This design comes from an exercise in tuning for small area, a short achievable clock period and few clock cycles per item on the open sky130 flow, not from production work. Only simulation tests tie the RTL to the original design; equivalence was not proved.

==> inputs of run a <==
## neuron_mac_unit
module neuron_mac_unit #(
  parameter int N_INPUTS = 4,
  parameter int CNT_W    = $clog2(N_INPUTS + 1)
) (
  input  logic        clk,
  input  logic        rst_n,
  input  logic        start,
  input  logic [63:0] bias,
  input  logic [1:0]  act_sel,
  output logic        busy,
  input  logic        in_valid,
  output logic        in_ready,
  input  logic [63:0] in_x,
  input  logic [63:0] in_w,
  output logic        out_valid,
  input  logic        out_ready,
  output logic [63:0] out_y,
  output logic [63:0] out_sum,
  output logic        sat_flag
);
export LEC_CHECK = 0
export ABC_AREA = 1
export CAP_MARGIN = 20
export CORE_MARGIN = 2
export CORE_UTILIZATION = 35
export SLEW_MARGIN = 20
create_clock -name core_clock -period 16.0 [get_ports {clk}]
standard.sh (not shown) runs the stock make flow with config.mk's settings and CLKGATE_MAP_FILE= SYNTH_SCRIPT=/design/flow/synth_recipe.tcl, a recipe that flattens the netlist after the stock synthesis.
==> flow/flow/run.sh <==
#!/bin/bash
# Standard ORFS layout (the standard.sh) with these changes to how it is
# made, read from flow/args.txt as extra make variables:
#  - SETUP_SLACK_MARGIN: timing repair aims at a setup margin beyond the
#    16 ns clock, so the achieved period shrinks;
#  - BUFFER_PORTS_ARGS: the port buffers that the standard flow inserts use
#    buf_4 (which the repair may resize) instead of a delay buffer;
#  - REMOVE_ABC_BUFFERS: drop synthesis's fanout buffers at floorplan and let
#    the placement-aware repair buffer instead.
# make's full output goes to standard_make.log; each ORFS step also keeps
# its own log under orfs/logs/.
set -euo pipefail
mapfile -t ARGS < flow/args.txt
bash standard.sh "${ARGS[@]}" finish > standard_make.log 2>&1
==> flow/flow/args.txt <==
SETUP_SLACK_MARGIN=7.5
BUFFER_PORTS_ARGS=-buffer_cell sky130_fd_sc_hd__buf_4
REMOVE_ABC_BUFFERS=1
==> run b: changes against run a <==
--- a/flow/design.v
+++ b/flow/design.v
@@ -2003,38 +2003,36 @@
   assign {fc[1661], fs[1661]} = {1'b0, fs[1475]} + {1'b0, fc[1568]} + {1'b0, fs[1569]};
   assign {fc[1662], fs[1662]} = {1'b0, fs[1477]} + {1'b0, fc[1569]} + {1'b0, fs[1570]};
   assign {fc[1663], fs[1663]} = {1'b0, fs[1479]} + {1'b0, fc[1570]} + {1'b0, fs[1571]};
   assign {fc[1664], fs[1664]} = {1'b0, fc[1479]} + {1'b0, fs[1572]} + {1'b0, fc[1571]};
   assign {fc[1665], fs[1665]} = {1'b0, fs[1483]} + {1'b0, fc[1572]} + {1'b0, fs[1573]};
   logic [95:0] ps, pc;
   assign ps = {fc[1664], fc[1663], fc[1662], fc[1661], fc[1660], fc[1659], fc[1658], fc[1657], fc[1656], fc[1655], fc[1654], fc[1653], fc[1652], fc[1651], fc[1650], fc[1649], fc[1648], fc[1647], fc[1646], fc[1645], fc[1644], fc[1643], fc[1642], fc[1641], fc[1640], fc[1639], fc[1638], fc[1637], fc[1636], fc[1635], fc[1634], fc[1633], fc[1632], fc[1631], fc[1630], fc[1629], fc[1628], fc[1627], fc[1626], fc[1625], fc[1624], fc[1623], fc[1622], fc[1621], fc[1620], fc[1619], fc[1618], fc[1617], fc[1616], fc[1615], fc[1614], fc[1613], fc[1612], fc[1611], fc[1610], fc[1609], fc[1608], fc[1607], fc[1606], fc[1605], fc[1604], fc[1603], fc[1602], fc[1601], fc[1600], fc[1599], fc[1598], fc[1597], fc[1596], fc[1595], fc[1594], fc[1593], fc[1592], fc[1591], fc[1590], fc[1589], fc[1588], fc[1587], fc[1586], fc[1585], fc[1584], fc[1583], fc[1582], fc[1581], fc[1580], fc[1579], fc[1578], fc[1577], fc[1576], fc[1575], fc[1574], hc[77], hc[76], hs[76], pp0[1], ng[0]};
   assign pc = {fs[1665], fs[1664], fs[1663], fs[1662], fs[1661], fs[1660], fs[1659], fs[1658], fs[1657], fs[1656], fs[1655], fs[1654], fs[1653], fs[1652], fs[1651], fs[1650], fs[1649], fs[1648], fs[1647], fs[1646], fs[1645], fs[1644], fs[1643], fs[1642], fs[1641], fs[1640], fs[1639], fs[1638], fs[1637], fs[1636], fs[1635], fs[1634], fs[1633], fs[1632], fs[1631], fs[1630], fs[1629], fs[1628], fs[1627], fs[1626], fs[1625], fs[1624], fs[1623], fs[1622], fs[1621], fs[1620], fs[1619], fs[1618], fs[1617], fs[1616], fs[1615], fs[1614], fs[1613], fs[1612], fs[1611], fs[1610], fs[1609], fs[1608], fs[1607], fs[1606], fs[1605], fs[1604], fs[1603], fs[1602], fs[1601], fs[1600], fs[1599], fs[1598], fs[1597], fs[1596], fs[1595], fs[1594], fs[1593], fs[1592], fs[1591], fs[1590], fs[1589], fs[1588], fs[1587], fs[1586], fs[1585], fs[1584], fs[1583], fs[1582], fs[1581], fs[1580], fs[1579], fs[1578], fs[1577], fs[1576], fs[1575], fs[1574], hs[77], pp1[0], 1'b0, pp0[0]};
-  logic [24:0] plo;
-  logic [71:0] ps_q, pc_q;
+  logic [32:0] plo;
+  logic [63:0] ps_q, pc_q;
   logic        pci_q;
-  assign plo = {1'b0, ps[23:0]} + {1'b0, pc[23:0]};
+  assign plo = {1'b0, ps[31:0]} + {1'b0, pc[31:0]};
   always_ff @(posedge clk) begin
-    ps_q  <= take_beat ? ps[95:24] : 72'd0;
-    pc_q  <= take_beat ? pc[95:24] : 72'd0;
-    pci_q <= take_beat & plo[24];
+    ps_q  <= take_beat ? ps[95:32] : 64'd0;
+    pc_q  <= take_beat ? pc[95:32] : 64'd0;
+    pci_q <= take_beat & plo[32];
   end
   logic [63:0] ua, uc;
-  logic [71:0] fsum;
   logic [63:0] s;
-  logic [71:0] psum;
+  logic [63:0] psum;
   logic        p63;
   logic        ovf;
   logic signed [63:0] cur;
-  assign ua   = ps_q[71:8] ^ pc_q[71:8] ^ acc;
-  assign uc   = (ps_q[71:8] & pc_q[71:8]) | (ps_q[71:8] & acc) | (pc_q[71:8] & acc);
-  assign fsum = {ua, ps_q[7:0]} + {uc[62:0], 1'b0, pc_q[7:0]} + {71'd0, pci_q};
-  assign s    = fsum[71:8];
-  assign psum = ps_q + pc_q + {71'd0, pci_q};
-  assign p63  = psum[71];
+  assign ua   = ps_q ^ pc_q ^ acc;
+  assign uc   = (ps_q & pc_q) | (ps_q & acc) | (pc_q & acc);
+  assign s    = ua + {uc[62:0], pci_q};
+  assign psum = ps_q + pc_q + {63'd0, pci_q};
+  assign p63  = psum[63];
   assign ovf  = (acc[63] == p63) && (s[63] != acc[63]);
   assign cur  = ovf ? (acc[63] ? MINV : MAXV) : s;
   always_ff @(posedge clk) begin
     if (take_start) begin
       act_q <= act_sel;
       acc   <= bias;
       sat_q <= 1'b0;
     end else begin
==> flow/flow/run.sh (replaced) <==
#!/bin/bash
# Standard ORFS layout with two changes to how it is made:
#  - timing repair aims at a setup margin (flow/margin.txt, ns) beyond the
#    16 ns clock, so the achieved period shrinks;
#  - the port buffers that the standard flow inserts use buf_4 (which the
#    repair may resize) instead of the default delay buffer.
set -euo pipefail
MARGIN=$(cat flow/margin.txt)
bash standard.sh SETUP_SLACK_MARGIN=$MARGIN \
  "BUFFER_PORTS_ARGS=-buffer_cell sky130_fd_sc_hd__buf_4" finish > standard_make.log 2>&1
==> flow/flow/margin.txt (new file) <==
8.5
removed: flow/flow/args.txt
==> qor summary <==
	run a	run b
Syn avg cell area	8.56 µm²	8.62 µm²
Cell Area, Placed	0.0909 mm²	0.0914 mm²
Horiz. Die Dim	500 µm	497 µm
Cts bufs inserted	31	27
Number of setup buffers added after CTS	19	347
Placer's final routability congestion estimate	1.09	1.05
Dpl ws	5230 ps	5570 ps
Compound-Gate Fraction of Synth Area	0.157	0.152
Flop and latch count out of synthesis	217	201
Post-synthesis xor/xnor area fraction	0.185	0.191
Status	timing/DRC/antenna clean	aborted with a tool error
Failing step	-	5_1_grt
Total half-perimeter wirelength after legalization and detailed placement	310 mm	303 mm
Share of the yosys chip area belonging to registers	0.0509	0.0478
Number of clock sinks seen by CTS	217	201
Post-synthesis simple-gate area fraction	0.0945	0.0876
Area fraction of the dominant cell type after synthesis	0.395	0.400
Share of synthesized flip-flops with an asynchronous set or reset	0.0230	0.0249
Placement row count	182	180
Number of gates resized after CTS	223	1894
Synthesized area	0.0862 mm²	0.0851 mm²
Initial Util	0.351	0.353
Cell count after placement	12900	12600
Testbench counts of run a, summed over its fixed seeds: cycles 8,000, items 1,600.
Testbench counts of run b, summed over its fixed seeds: cycles 8,000, items 1,600.

-- re-timing with driven ports --
No port has a modelled driver above. Below, the same layout with a new extraction and two added sets of constraints. Step 1, drivers: a clkbuf_16 drives clk and a buf_2 each remaining input, both assumed. Step 2 also shifts input and output timing later by t, the mid clock arrival at the registers, as if the neighbouring blocks saw the same clock. a / b / c = ideal / step 1 / step 2; a / b = the first two.
run: run a
t, ns: 0.766
setup slack, ns: 7.381 / 7.364 / 6.598
hold WS [ns]: 0.469 / 0.469 / 0.469
pins driven straight from the clock port: 1
After both steps run a still meets setup and hold. For run a, drivers alone change the setup slack by -0.017 ns; drivers and shift together by -0.783 ns.
